What follows belongs to an exercise in optimizing a design on an open flow for small area, a short achievable clock period and few clock cycles per item; a production flow would make more cautious choices.
At most, simulation tests tie the RTL to the original design; equivalence was not proved.

==> job 522 <==
## cnn_conv_top
module cnn_conv_top (
    input  logic        clk,
    input  logic        rst_n,
    input  logic        in_valid,
    output logic        in_ready,
    input  logic [8:0]  in_beat,    
    output logic        out_valid,
    input  logic        out_ready,
    output logic [24:0] out_beat    
);
==> flow/config.mk <==
export PLATFORM = sky130hd
export DESIGN_NAME = cnn_conv_top
export DESIGN_NICKNAME = cnn_conv_top
export VERILOG_FILES = /design/flow/design.v
export SDC_FILE = /design/flow/constraint.sdc
export NUM_CORES = 4
export LEC_CHECK = 0
export CAP_MARGIN = 20
export CORE_MARGIN = 2
export CORE_UTILIZATION = 40
export SLEW_MARGIN = 20
export SYNTH_HIERARCHICAL = 1
==> flow/constraint.sdc <==
create_clock -name core_clock -period 12.0 [get_ports {clk}]
set_input_delay 2.4000 -clock core_clock [delete_from_list [all_inputs] [get_ports {clk}]]
set_output_delay 2.4000 -clock core_clock [all_outputs]
set_load 0.01 [all_outputs]
standard.sh (not shown) runs the stock make flow with config.mk's settings and CLKGATE_MAP_FILE= SYNTH_SCRIPT=/design/flow/synth_recipe.tcl, a recipe that flattens the netlist after the stock synthesis.
==> flow/flow/run.sh <==
#!/bin/bash
# Standard layout, with repair_timing aiming past the 12 ns period so that the
# achieved period shrinks. Everything else is the standard flow's own flow.
set -euo pipefail
bash standard.sh SETUP_SLACK_MARGIN=8.4 finish > standard.log 2>&1
==> job 3133 (differences from job 522) <==
--- a/flow/design.v
+++ b/flow/design.v
@@ -2009,20 +2009,17 @@
         r1396 <= s1315;
         r1397 <= c1316;
     end
     assign rowa = {1'b1, c1544, c1541, c1538, c1535, c1532, c1529, c1526, c1523, c1520, c1517, c1514, c1511, c1508, c1505, c1503, c1501, s1500, r1320, r1318};
     assign rowb = {1'b0, r1397, s1543, s1540, s1537, s1534, s1531, s1528, s1525, s1522, s1519, s1516, s1513, s1510, s1507, s1504, s1502, r1323, 1'b0, r1319};
     assign sum  = rowa + rowb;
-    logic       neg_q, big_q;
-    logic [7:0] mid_q;
+    logic [19:4] sum_q;
     always_ff @(posedge clk) begin
-        neg_q <= sum[19];
-        big_q <= |sum[18:12];
-        mid_q <= sum[11:4];
+        sum_q <= sum[19:4];
     end
-    assign feat = neg_q ? 8'd0 : big_q ? 8'hff : mid_q;
+    assign feat = sum_q[19] ? 8'd0 : (|sum_q[18:12]) ? 8'hff : sum_q[11:4];
 endmodule
 module conv_fa (
     input  logic a,
     input  logic b,
     input  logic c,
     output logic s,
==> flow/flow/run.sh (replaced) <==
#!/bin/bash
# Standard layout, with repair_timing aiming past the 12 ns period so that the
# achieved period shrinks. Everything else is the standard flow's own flow.
set -euo pipefail
bash standard.sh SETUP_SLACK_MARGIN=8.22 finish > standard.log 2>&1
==> job 2023 (differences from job 522) <==
--- a/flow/design.v
+++ b/flow/design.v
@@ -2009,20 +2009,17 @@
         r1396 <= s1315;
         r1397 <= c1316;
     end
     assign rowa = {1'b1, c1544, c1541, c1538, c1535, c1532, c1529, c1526, c1523, c1520, c1517, c1514, c1511, c1508, c1505, c1503, c1501, s1500, r1320, r1318};
     assign rowb = {1'b0, r1397, s1543, s1540, s1537, s1534, s1531, s1528, s1525, s1522, s1519, s1516, s1513, s1510, s1507, s1504, s1502, r1323, 1'b0, r1319};
     assign sum  = rowa + rowb;
-    logic       neg_q, big_q;
-    logic [7:0] mid_q;
+    logic [19:4] sum_q;
     always_ff @(posedge clk) begin
-        neg_q <= sum[19];
-        big_q <= |sum[18:12];
-        mid_q <= sum[11:4];
+        sum_q <= sum[19:4];
     end
-    assign feat = neg_q ? 8'd0 : big_q ? 8'hff : mid_q;
+    assign feat = sum_q[19] ? 8'd0 : (|sum_q[18:12]) ? 8'hff : sum_q[11:4];
 endmodule
 module conv_fa (
     input  logic a,
     input  logic b,
     input  logic c,
     output logic s,
==> job 1092 (differences from job 522) <==
--- a/flow/design.v
+++ b/flow/design.v
@@ -2009,20 +2009,17 @@
         r1396 <= s1315;
         r1397 <= c1316;
     end
     assign rowa = {1'b1, c1544, c1541, c1538, c1535, c1532, c1529, c1526, c1523, c1520, c1517, c1514, c1511, c1508, c1505, c1503, c1501, s1500, r1320, r1318};
     assign rowb = {1'b0, r1397, s1543, s1540, s1537, s1534, s1531, s1528, s1525, s1522, s1519, s1516, s1513, s1510, s1507, s1504, s1502, r1323, 1'b0, r1319};
     assign sum  = rowa + rowb;
-    logic       neg_q, big_q;
-    logic [7:0] mid_q;
+    logic [19:4] sum_q;
     always_ff @(posedge clk) begin
-        neg_q <= sum[19];
-        big_q <= |sum[18:12];
-        mid_q <= sum[11:4];
+        sum_q <= sum[19:4];
     end
-    assign feat = neg_q ? 8'd0 : big_q ? 8'hff : mid_q;
+    assign feat = sum_q[19] ? 8'd0 : (|sum_q[18:12]) ? 8'hff : sum_q[11:4];
 endmodule
 module conv_fa (
     input  logic a,
     input  logic b,
     input  logic c,
     output logic s,
==> flow/flow/run.sh (replaced) <==
#!/bin/bash
# Standard layout, with repair_timing aiming past the 12 ns period so that the
# achieved period shrinks. Everything else is the standard flow's own flow.
set -euo pipefail
bash standard.sh SETUP_SLACK_MARGIN=8.3 finish > standard.log 2>&1
==> notes <==
- Job 522 finished with timing, DRC and antenna clean. Job 2023 ran to the end with no violations. Job 3133 ran to the end with no violations. Job 1092 finished clean.
- In synthesized cell count, job 1092 and job 2023 do not differ.
- Between job 2023 and job 522, the lower area after synthesis is in job 522 (gap about 1.3%, measured against job 522).
- Cell area: job 2023 > job 1092 > job 522 > job 3133.
- Of job 522 and job 2023, job 2023 has the higher setup slack (gap 0.37 ns).
- Global-route usage, highest first: job 3133, job 2023, job 1092, job 522.
==> figures <==
                                                                                            job 3133                   job 2023                job 522                   job 1092
Global placer's final weighted congestion                                                      0.968                      0.977                  0.957                      0.999
Delay of the slowest cell on the worst path                                                  0.60 ns                    0.39 ns                0.53 ns                    0.44 ns
Basic-gate share of the synthesized area counting and, or, nand and nor cells                  3.12%                      3.12%                  3.09%                      3.12%
Slowest stage cell, crit path                                                  sky130_fd_sc_hd__fa_2  sky130_fd_sc_hd__edfxtp_1  sky130_fd_sc_hd__fa_1  sky130_fd_sc_hd__edfxtp_1
Clock tree cell share of total cell area                                                       4.50%                      4.43%                  4.51%                      4.51%
Register-to-register setup slack                                                             8.23 ns                    8.34 ns                7.93 ns                    8.31 ns
Clock buffers created by TritonCTS                                                               104                        100                    100                        103
Via/cell ratio                                                                                  5.89                       5.90                   5.82                       5.87
Average detailed-routed wire length per instance                                             30.9 um                    30.6 um                30.1 um                    30.2 um
Placed Cells                                                                                    7252                       7243                   7054                       7252
Run status                                                                  timing/DRC/antenna clean   timing/DRC/antenna clean  timing/DRC/antenna clean   timing/DRC/antenna clean
Met1 track utilization from global routing                                                     35.3%                      36.0%                  33.1%                      34.9%
Function was not checked in any run of this note: the RTL went through the layout flow alone.

==> job 7909 <==
cnn_conv_top, a different RTL version from the one above (not shown whole).
clock: 12.0 ns
lec_check: 0
cap_margin: 20
cell_pad_in_sites_detail_placement: 1
cell_pad_in_sites_global_placement: 2
core_margin: 2
core_utilization: 35
place_density: 0.45
slew_margin: 20
synth_hierarchical: 1
==> flow/flow/run.sh <==
#!/bin/bash
# Standard layout, with repair_timing aiming past the 12 ns period so that the
# achieved period shrinks. Everything else is the standard flow's own flow.
set -euo pipefail
bash standard.sh SETUP_SLACK_MARGIN=8.3 finish > standard.log 2>&1
==> inputs of job 7649, as changes to job 7909 <==
--- a/flow/config.mk
+++ b/flow/config.mk
@@ -8,8 +8,7 @@
 export CAP_MARGIN = 20
 export CELL_PAD_IN_SITES_DETAIL_PLACEMENT = 1
-export CELL_PAD_IN_SITES_GLOBAL_PLACEMENT = 2
+export CELL_PAD_IN_SITES_GLOBAL_PLACEMENT = 1
 export CORE_MARGIN = 2
-export CORE_UTILIZATION = 35
-export PLACE_DENSITY = 0.45
+export CORE_UTILIZATION = 30
 export SLEW_MARGIN = 20
 export SYNTH_HIERARCHICAL = 1
==> notes <==
In synthesized area, job 7909 and job 7649 do not differ. In job 7649 the final area is smaller than in job 7909, by about 0.2%. Against job 7909, the maximum frequency of job 7649 is lower by about 1%. In sequential cell count, job 7909 and job 7649 do not differ. Against job 7909, the via count of job 7649 is smaller by about 1.1%. Between job 7649 and job 7909, the lower non-clock buffer count is in job 7649 (gap 45). Between job 7649 and job 7909, the lower first-iteration DRC count is in job 7649 (gap 0.65%, measured against job 7909). Between job 7649 and job 7909, the lower core utilization is in job 7649 (gap 6.2 points). In job 7909 the clock-buffer cell count is higher than in job 7649, by 17.
==> figures <==
Result of the run: job 7649 complete, no violations; job 7909 complete, no violations
Critical path required time: job 7649 12650 ps; job 7909 12740 ps
Number of cells after detailed placement: job 7649 7251; job 7909 6895
Total routed wirelength: job 7649 267 mm; job 7909 300 mm
Post-route minimum period: job 7649 3900 ps; job 7909 3870 ps
Post-layout util: job 7649 36.2%; job 7909 42.4%
Well Taps: job 7649 2854; job 7909 2480
Post-layout instance area: job 7649 0.0786 mm^2; job 7909 0.0788 mm^2
Biggest fanout along the worst timing path: job 7649 13; job 7909 9
Post-Route Skew: job 7649 59.5 ps; job 7909 54.4 ps
Area of the multi-input gates: job 7649 0.0401 mm^2; job 7909 0.0405 mm^2
Non-clock buffer share of cell area: job 7649 3.72%; job 7909 4.17%
Launching point of the worst reg2reg path: job 7649 i_loader.sr[8][4]; job 7909 i_loader.sr[1][1]
Via count of the routed design: job 7649 48100; job 7909 48600
Endpoint arrival time on the critical path: job 7649 4550 ps; job 7909 4610 ps
Clock buf/inv share: job 7649 5.36%; job 7909 5.18%
Measured slew at the worst slew-check pin: job 7649 1060 ps; job 7909 1190 ps
Starting Density: job 7649 30.2%; job 7909 35.3%
Dpl hpwl: job 7649 194 mm; job 7909 223 mm
Testbench counts of job 7909, summed over its fixed seeds: cycles 6,888, items 3,456.
Testbench counts of job 7649, summed over its fixed seeds: cycles 6,888, items 3,456.

==> re-timing with driven ports <==
No port has a modelled driver above. Below, the same layouts with a new extraction and two added sets of constraints. Step 1, drivers: a clkbuf_16 drives clk and a buf_2 each remaining input, both assumed. Step 2 times the ports against the registers' clock, not the clock port: input delays grow and output delays shrink by t, the midpoint of the rising clock arrivals with the driver on. Three values: no drivers, after step 1, after step 2; two values: the first two.
| run | t (ns) | setup WS [ns] | worst register clock-pin slew, ns | cell pins on the clock port's net |
|---|---|---|---|---|
| job 522 | 0.829 | 7.932 / 7.932 / 7.768 | 0.07 / 0.07 | 1 |
| job 3133 | 0.829 | 8.233 / 8.168 / 7.612 | 0.07 / 0.07 | 1 |
| job 2023 | 0.823 | 8.307 / 8.224 / 7.686 | 0.07 / 0.07 | 1 |
| job 1092 | 0.805 | 8.270 / 8.189 / 7.657 | 0.07 / 0.07 | 1 |
| job 7909 | 0.875 | 8.134 / 8.125 / 7.538 | 0.07 / 0.07 | 1 |
| job 7649 | 0.896 | 8.097 / 8.097 / 7.579 | 0.07 / 0.07 | 1 |
After both steps every run listed still meets setup and hold.
